What follows belongs to an exercise in optimizing a design on an open flow for small area, a short achievable clock period and few clock cycles; a production flow would make more cautious choices.
At most, simulation tests tie the RTL to the original design; equivalence was not proved.
Power figures rest on the tool's default switching activity, not on a simulated workload.

## rev 12
==> flow/design.v <==
`default_nettype none
package isa_pkg;
    localparam int xlen = 32;
    localparam int reg_idx_w = 5;
    localparam int instr_bytes = 4;
    localparam int shamt_w = 5;
endpackage
`default_nettype wire
`default_nettype none
package exu_pkg;
    localparam int dec_op_w = 4;
    typedef enum logic [0:0] {
        unit_rglr = 1'b0,
        unit_brch = 1'b1
    } exu_unit_e;
    typedef enum logic [dec_op_w-1:0] {
        rop_add   = 4'd0,
        rop_sub   = 4'd1,
        rop_and   = 4'd2,
        rop_or    = 4'd3,
        rop_xor   = 4'd4,
        rop_sll   = 4'd5,
        rop_srl   = 4'd6,
        rop_sra   = 4'd7,
        rop_slt   = 4'd8,
        rop_sltu  = 4'd9,
        rop_lui   = 4'd10,
        rop_auipc = 4'd11
    } rglr_op_e;
    typedef enum logic [2:0] {
        bop_beq  = 3'd0,
        bop_bne  = 3'd1,
        bop_blt  = 3'd2,
        bop_bge  = 3'd3,
        bop_bltu = 3'd4,
        bop_bgeu = 3'd5,
        bop_jal  = 3'd6,
        bop_jalr = 3'd7
    } brch_op_e;
    typedef enum logic [3:0] {
        alu_add   = 4'd0,
        alu_sub   = 4'd1,
        alu_and   = 4'd2,
        alu_or    = 4'd3,
        alu_xor   = 4'd4,
        alu_sll   = 4'd5,
        alu_srl   = 4'd6,
        alu_sra   = 4'd7,
        alu_slt   = 4'd8,
        alu_sltu  = 4'd9,
        alu_pass2 = 4'd10
    } alu_op_e;
endpackage
`default_nettype wire
`timescale 1ns/1ps
`default_nettype none
import isa_pkg::*;
import exu_pkg::*;
module exu_top
(
    input  wire logic                 clk,
    input  wire logic                 reset,
    input  wire logic                 dec_op_vld,
    output logic                      dec_op_rdy,
    input  wire logic                 dec_unit,
    input  wire logic [dec_op_w-1:0]  dec_op,
    input  wire logic                 dec_use_imm,
    input  wire logic [reg_idx_w-1:0] dec_rd_idx,
    input  wire logic [xlen-1:0]      dec_pc,
    input  wire logic [xlen-1:0]      dec_imm,
    input  wire logic [xlen-1:0]      rs1_rdata,
    input  wire logic [xlen-1:0]      rs2_rdata,
    output logic                      gpr_wbck_vld,
    input  wire logic                 gpr_wbck_rdy,
    output logic [reg_idx_w-1:0]      gpr_wbck_idx,
    output logic [xlen-1:0]           gpr_wbck_wdata,
    output logic                      pipe_flush_req,
    input  wire logic                 pipe_flush_ack,
    output logic [xlen-1:0]           pipe_flush_pc_op1,
    output logic [xlen-1:0]           pipe_flush_pc_op2
);
    logic            w_free;
    logic            f_free;
    logic            accept;
    logic            is_brch;
    logic            is_jump;
    logic            is_lui;
    logic            is_auipc;
    logic            sel_imm;
    logic            use_pc;
    logic            do_sub;
    logic [xlen-1:0] a;
    logic [xlen-1:0] y;
    logic [xlen-1:0] opa;
    logic [xlen-1:0] opb;
    logic [xlen-1:0] sum;
    logic [xlen-1:0] xor_res;
    logic [xlen-1:0] shf_in;
    logic [xlen-1:0] shf_out;
    logic [xlen-1:0] shf_res;
    logic            shf_fill;
    logic            shf_left;
    logic            lt_s;
    logic            lt_u;
    logic            lt;
    logic            eq;
    logic            taken;
    logic            needs_w;
    logic            use_a;
    logic            sel_and;
    logic            sel_or;
    logic            sel_xor;
    logic            sel_shf;
    logic            sel_slt;
    logic            sel_ltu;
    logic            sel_sum;
    logic [xlen-1:0] res;
    assign w_free = !gpr_wbck_vld || gpr_wbck_rdy;
    assign f_free = !pipe_flush_req || pipe_flush_ack;
    assign dec_op_rdy = (w_free || !needs_w) && (f_free || !is_brch);
    assign accept     = dec_op_vld && dec_op_rdy;
    assign is_brch  = (dec_unit == unit_brch);
    assign is_jump  = is_brch && (dec_op[2:1] == 2'b11);
    assign is_lui   = !is_brch && (dec_op == rop_lui);
    assign is_auipc = !is_brch && (dec_op == rop_auipc);
    assign needs_w  = !is_brch || is_jump;
    assign sel_imm = !is_brch && (dec_use_imm || is_lui || is_auipc);
    assign a       = rs1_rdata;
    assign y       = sel_imm ? dec_imm : rs2_rdata;
    assign use_pc = is_auipc || is_jump;
    assign use_a  = !use_pc && !is_lui;
    assign do_sub = is_brch ? !is_jump : (dec_op == rop_sub || dec_op == rop_slt || dec_op == rop_sltu);
    assign opa    = ({xlen{use_a}} & a) | ({xlen{use_pc}} & dec_pc);
    assign opb    = is_jump ? xlen'(instr_bytes) : (y ^ {xlen{do_sub}});
    assign sum    = opa + opb + xlen'(do_sub);
    assign lt_s = (a[xlen-1] != y[xlen-1]) ? a[xlen-1] : sum[xlen-1];
    assign lt_u = (a[xlen-1] != y[xlen-1]) ? y[xlen-1] : sum[xlen-1];
    assign xor_res = a ^ y;
    assign eq      = (xor_res == '0);
    always_comb begin
        case (dec_op[2:1])
            2'b00:   lt = eq;
            2'b01:   lt = lt_s;
            2'b10:   lt = lt_u;
            default: lt = 1'b0;
        endcase
        taken = is_jump || (lt ^ dec_op[0]);
    end
    assign shf_left = (dec_op == rop_sll);
    assign shf_fill = (dec_op == rop_sra) && a[xlen-1];
    always_comb begin
        for (int i = 0; i < xlen; i++) shf_in[i] = shf_left ? a[xlen-1-i] : a[i];
    end
    assign shf_out = $signed({shf_fill, shf_in}) >>> y[shamt_w-1:0];
    always_comb begin
        for (int i = 0; i < xlen; i++) shf_res[i] = shf_left ? shf_out[xlen-1-i] : shf_out[i];
    end
    assign sel_and = !is_brch && (dec_op == rop_and);
    assign sel_or  = !is_brch && (dec_op == rop_or);
    assign sel_xor = !is_brch && (dec_op == rop_xor);
    assign sel_shf = !is_brch && (dec_op == rop_sll || dec_op == rop_srl || dec_op == rop_sra);
    assign sel_slt = !is_brch && (dec_op == rop_slt);
    assign sel_ltu = !is_brch && (dec_op == rop_sltu);
    assign sel_sum = !(sel_and || sel_or || sel_xor || sel_shf || sel_slt || sel_ltu);
    assign res = ({xlen{sel_sum}} & sum)
               | ({xlen{sel_and}} & (a & y))
               | ({xlen{sel_or}}  & (a | y))
               | ({xlen{sel_xor}} & xor_res)
               | ({xlen{sel_shf}} & shf_res)
               | xlen'((sel_slt && lt_s) || (sel_ltu && lt_u));
    always_ff @(posedge clk) begin
        if (reset) begin
            gpr_wbck_vld <= 1'b0;
        end else if (w_free) begin
            gpr_wbck_vld <= accept && needs_w;
        end
    end
    always_ff @(posedge clk) begin
        if (w_free) begin
            gpr_wbck_idx   <= dec_rd_idx;
            gpr_wbck_wdata <= res;
        end
    end
    always_ff @(posedge clk) begin
        if (reset) begin
            pipe_flush_req <= 1'b0;
        end else if (f_free) begin
            pipe_flush_req <= accept && is_brch && taken;
        end
    end
    always_ff @(posedge clk) begin
        if (f_free) begin
            pipe_flush_pc_op1 <= (dec_op[0] && is_jump) ? a : dec_pc;
            pipe_flush_pc_op2 <= dec_imm;
        end
    end
endmodule
`default_nettype wire
export LEC_CHECK = 0
export CAP_MARGIN = 40
export CORE_MARGIN = 2
export CORE_UTILIZATION = 40
export SETUP_SLACK_MARGIN = 4.5
export SLEW_MARGIN = 40
create_clock -name core_clock -period 9.0 [get_ports {clk}]
standard.sh (not shown) runs the stock make flow with config.mk's settings and CLKGATE_MAP_FILE= SYNTH_SCRIPT=/design/flow/synth_recipe.tcl, a recipe that flattens the netlist after the stock synthesis.
==> flow/flow/run.sh <==
#!/bin/bash
# Standard ORFS layout, with the port buffers made from the smallest plain buffer.
set -euo pipefail
export BUFFER_PORTS_ARGS="-buffer_cell sky130_fd_sc_hd__buf_1"
bash standard.sh > standard_flow.log 2>&1
Rev 12 finished end to end and its layout was clean on timing, DRC and antenna.
Modified inputs, rev 13 compared to rev 12
--- a/flow/design.v
+++ b/flow/design.v
@@ -106,14 +106,6 @@
     logic            eq;
     logic            taken;
     logic            needs_w;
-    logic            use_a;
-    logic            sel_and;
-    logic            sel_or;
-    logic            sel_xor;
-    logic            sel_shf;
-    logic            sel_slt;
-    logic            sel_ltu;
-    logic            sel_sum;
     logic [xlen-1:0] res;
     assign w_free = !gpr_wbck_vld || gpr_wbck_rdy;
     assign f_free = !pipe_flush_req || pipe_flush_ack;
@@ -124,15 +116,18 @@
     assign is_lui   = !is_brch && (dec_op == rop_lui);
     assign is_auipc = !is_brch && (dec_op == rop_auipc);
     assign needs_w  = !is_brch || is_jump;
-    assign sel_imm = !is_brch && (dec_use_imm || is_lui || is_auipc);
+    assign sel_imm = !is_brch && dec_use_imm;
     assign a       = rs1_rdata;
     assign y       = sel_imm ? dec_imm : rs2_rdata;
     assign use_pc = is_auipc || is_jump;
-    assign use_a  = !use_pc && !is_lui;
     assign do_sub = is_brch ? !is_jump : (dec_op == rop_sub || dec_op == rop_slt || dec_op == rop_sltu);
-    assign opa    = ({xlen{use_a}} & a) | ({xlen{use_pc}} & dec_pc);
-    assign opb    = is_jump ? xlen'(instr_bytes) : (y ^ {xlen{do_sub}});
-    assign sum    = opa + opb + xlen'(do_sub);
+    assign opa    = use_pc ? dec_pc : a;
+    always_comb begin
+        if (is_jump)       opb = xlen'(instr_bytes);
+        else if (is_auipc) opb = dec_imm;
+        else               opb = do_sub ? ~y : y;
+    end
+    assign sum = opa + opb + xlen'(do_sub);
     assign lt_s = (a[xlen-1] != y[xlen-1]) ? a[xlen-1] : sum[xlen-1];
     assign lt_u = (a[xlen-1] != y[xlen-1]) ? y[xlen-1] : sum[xlen-1];
     assign xor_res = a ^ y;
@@ -155,19 +150,21 @@
     always_comb begin
         for (int i = 0; i < xlen; i++) shf_res[i] = shf_left ? shf_out[xlen-1-i] : shf_out[i];
     end
-    assign sel_and = !is_brch && (dec_op == rop_and);
-    assign sel_or  = !is_brch && (dec_op == rop_or);
-    assign sel_xor = !is_brch && (dec_op == rop_xor);
-    assign sel_shf = !is_brch && (dec_op == rop_sll || dec_op == rop_srl || dec_op == rop_sra);
-    assign sel_slt = !is_brch && (dec_op == rop_slt);
-    assign sel_ltu = !is_brch && (dec_op == rop_sltu);
-    assign sel_sum = !(sel_and || sel_or || sel_xor || sel_shf || sel_slt || sel_ltu);
-    assign res = ({xlen{sel_sum}} & sum)
-               | ({xlen{sel_and}} & (a & y))
-               | ({xlen{sel_or}}  & (a | y))
-               | ({xlen{sel_xor}} & xor_res)
-               | ({xlen{sel_shf}} & shf_res)
-               | xlen'((sel_slt && lt_s) || (sel_ltu && lt_u));
+    always_comb begin
+        res = sum;
+        if (!is_brch) begin
+            case (dec_op)
+                rop_and:  res = a & y;
+                rop_or:   res = a | y;
+                rop_xor:  res = xor_res;
+                rop_sll, rop_srl, rop_sra: res = shf_res;
+                rop_slt:  res = xlen'(lt_s);
+                rop_sltu: res = xlen'(lt_u);
+                rop_lui:  res = dec_imm;
+                default:  res = sum;
+            endcase
+        end
+    end
     always_ff @(posedge clk) begin
         if (reset) begin
             gpr_wbck_vld <= 1'b0;
Findings:
- From rev 12 to rev 13 the numbers moved as follows: global-route usage dropped 2.4 points, part of the total power dissipated in the clock network held steady.
- Rev 13 against rev 12; count of cells resized by post-cts repair is down by more than a quarter.
- Compared with rev 12, rev 13 ends up with less cell area.
- Between rev 13 and rev 12, the minimum hold slack is higher for rev 12.
- Rev 13 and rev 12 ended up with nearly the same fraction of area in clock buffers and inverters.
- Cell-internal power went down by a few percent going from rev 12 to rev 13.
- Compared with rev 12, in rev 13 fmax dropped 0.0039 GHz, die area climbed 370 µm².
- sky130_fd_sc_hd__a222oi_1 as the cell with the largest stage delay on the worst path was reported by rev 12, and sky130_fd_sc_hd__fa_2 by rev 13.
Testbench counts of rev 13, summed over its fixed seeds: cycles 17,772.
The RTL of rev 12 was laid out without a check of its function.

## re-timing with driven ports
No port has a modelled driver above. Below, the same layouts with a new extraction and two added sets of constraints.
Step 1 assumes that a clkbuf_16 drives the clock port and a buf_2 every other input.
Step 2, shift: input delay + t, output delay - t, t = (earliest + latest rising clock arrival at the registers) / 2. This alone moves slack from input paths to output paths.
a / b / c = ideal / step 1 / step 2; a / b = the first two.
| run | shift t [ns] | setup slack, ns | worst data-port slew with drivers (ns) |
|---|---|---|---|
| rev 12 | 0.424 | 3.712 / 3.703 / 3.279 | 0.07 |
| rev 13 | 0.426 | 3.601 / 3.590 / 3.164 | 0.07 |
After both steps every run listed still meets setup and hold. The setup slack of rev 13, which loses most, moves by -0.011 ns with the drivers and by -0.437 ns with both steps.
